Context: an optimization exercise on an open-source flow, tuned for small area, a short achievable clock period and few clock cycles per item. The choices shown serve that exercise and are no tape-out recipe.
Function was checked by simulation only, so behaviour that the tests miss may differ from the original.

==> flow/design.v (excerpt) <==
module tone_pattern_sequencer_top (
  input  wire logic                  clk_i,
  input  wire logic                  rst_ni,
  input  wire logic                  in_valid_i,
  output logic                       in_stall_o,
  input  wire logic [2:0]            operation_i,
  input  wire logic [TIME_BITS-1:0]  now_ms_i,
  input  wire logic [3:0]            pattern_id_i,
  input  wire logic [15:0]           custom_freq_hz_i,
  input  wire logic [15:0]           custom_duty_i,
  input  wire logic [15:0]           custom_length_ms_i,
  input  wire logic                  enable_value_i,
  output logic                       out_valid_o,
  input  wire logic                  out_stall_i,
  output logic                       tone_on_o,
  output logic [FREQ_BITS-1:0]       tone_freq_hz_o,
  output logic [DUTY_BITS-1:0]       tone_duty_o,
  output logic                       busy_res_o,
  input  wire logic                  cfg_valid_i,
  output logic                       cfg_ready_o,
  input  wire logic [1:0]            cfg_index_i,
  input  wire logic [CFG_DATA_W-1:0] cfg_data_i
);
  logic          out_vld_q;
  logic          take;
  tps_pkg::cfg_t cfg;
  logic          wnz, enz;
  assign in_stall_o = out_vld_q && out_stall_i;
  assign take       = in_valid_i && !in_stall_o;
  tps_cfg_regs u_cfg (
    .clk_i       (clk_i),
    .rst_ni      (rst_ni),
    .cfg_valid_i (cfg_valid_i),
    .cfg_ready_o (cfg_ready_o),
    .cfg_index_i (cfg_index_i),
    .cfg_data_i  (cfg_data_i),
    .cfg_o       (cfg),
    .warn_rep_nz_o (wnz),
    .err_rep_nz_o  (enz)
  );
  tps_core u_core (
    .clk_i        (clk_i),
    .rst_ni       (rst_ni),
    .take_i       (take),
    .operation_i  (operation_i),
    .now_i        (now_ms_i),
    .pattern_id_i (pattern_id_i),
    .cust_freq_i  (custom_freq_hz_i),
    .cust_duty_i  (custom_duty_i),
    .cust_len_i   (custom_length_ms_i),
    .enable_i     (enable_value_i),
    .cfg_i        (cfg),
    .wnz_i        (wnz),
    .enz_i        (enz),
    .tone_on_o    (tone_on_o),
    .freq_o       (tone_freq_hz_o),
    .duty_o       (tone_duty_o),
    .busy_o       (busy_res_o)
  );
  always_ff @(posedge clk_i or negedge rst_ni) begin
    if (!rst_ni) begin
      out_vld_q <= 1'b0;
    end else begin
  ...
Size in the first run: about 1100 cells after synthesis, roughly 160 flip-flops, about 140 I/O pins, about 0.011 mm² of cells after synthesis.
export LEC_CHECK = 0
export CAP_MARGIN = 20
export CORE_MARGIN = 2
export CORE_UTILIZATION = 40
export SETUP_SLACK_MARGIN = 3.0
export SLEW_MARGIN = 20
export TNS_END_PERCENT = 5
create_clock -name core_clock -period 5.5 [get_ports {clk_i}]
standard.sh (not shown) runs the stock make flow with config.mk's settings and CLKGATE_MAP_FILE= SYNTH_SCRIPT=/design/flow/synth_recipe.tcl, a recipe that flattens the netlist after the stock synthesis.
==> flow/flow/run.sh <==
#!/bin/bash
# The standard layout (the standard.sh, unchanged synthesis and steps),
# with the port buffers made from the smallest plain buffer cell.
export BUFFER_PORTS_ARGS="-buffer_cell sky130_fd_sc_hd__buf_1"
bash standard.sh > standard.log 2>&1
Testbench counts at the start, summed over its fixed seeds: cycles 8,008, items 8,000.
Then changed:
--- a/flow/design.v
+++ b/flow/design.v
@@ -273,25 +273,25 @@
   tps_pkg::duty_t tduty, sduty, cduty;
   logic           ton, son;
   logic [7:0]     sdur;
   tps_pkg::step_t astp, bstp;
   tps_pkg::step_t dstp;
   assign op_tick  = (operation_i == OP_TICK);
   assign op_start = (operation_i == OP_START);
   assign op_cust  = (operation_i == OP_CUSTOM);
   assign op_stop  = (operation_i == OP_STOP);
   assign op_en    = (operation_i == OP_ENABLE);
   assign is_wait  = (ev_q == EV_R6) || (ev_q == EV_R7);
   assign ends     = ((ev_q == EV_R6) && !wnz_i) || ((ev_q == EV_R7) && !enz_i);
-  assign rep      = (ev_q == EV_E7) ? cfg_i.error_repeat_ms : cfg_i.warning_repeat_ms;
+  assign rep      = ev_q[2] ? cfg_i.warning_repeat_ms : cfg_i.error_repeat_ms;
   assign next_rep = add_16(start_q, rep);
   assign cust_zero = (cust_freq_i == '0) || (cust_duty_i == '0) || (cust_len_i == '0);
   assign new_pat   = pattern_id_i[3] ? PAT_NONE : pattern_id_i[2:0];
   assign ge = ge_32(now_i, due_q);
   assign tstp    = ev_step(ev_q);
   assign astp    = ev_step(ev_after(ev_q, 1'b1, 1'b1));
   assign bstp    = ev_step(ev_start(pattern_id_i[2:0]));
   assign t_begin = (tstp.dur != '0) && !ends;
   assign tduty   = (tstp.level == tps_pkg::LVL_NORMAL) ? cfg_i.normal_duty :
                    (tstp.level == tps_pkg::LVL_STRONG) ? cfg_i.strong_duty : '0;
   assign ton     = (tstp.freq != '0) && (tduty != '0) && !ends;
   assign tfreq   = ton ? tstp.freq : '0;
The changed run passed the timing, design-rule and antenna checks.
Hold slack got worse by 0.016 ns.
Global-route usage fell by 0.19 points.
Worst setup slack improved by 0.15 ns.
Synthesized area stays flat.
Maximum frequency rose by about 4.3%.
Core utilization fell by 0.61 points.
Register-to-register slack improved by 0.34 ns.
Testbench counts after the change, summed over its fixed seeds: cycles 8,008, items 8,000.

[what the ideal ports hide]
How much do the figures lean on ideal ports? The routed layouts below were timed once more, with nothing changed but the port constraints.
Step 1: set_driving_cell puts a clkbuf_16 on clk_i and a buf_2 on each other input, an assumption about the parent block.
Step 2 moves the port delays by t, midway between the first and last clock arrival at a register: inputs arrive t later, outputs are due t later. That takes back most of the time a late clock gives input paths.
a / b / c = no drivers / after step 1 / after step 2; a / b = the first two.
run | shift t [ns] | setup WS [ns] | worst hold slack (ns) | worst setup path after step 2
the first run | 0.476 | 1.773 / 1.773 / 1.398 | 0.490 / 0.490 / 0.490 | input to register
the second run | 0.480 | 1.926 / 1.891 / 1.411 | 0.474 / 0.474 / 0.474 | input to register
After both steps setup and hold are still met in every run listed. The setup slack of the second run, which loses most, moves by -0.035 ns with the drivers and by -0.515 ns with both steps.
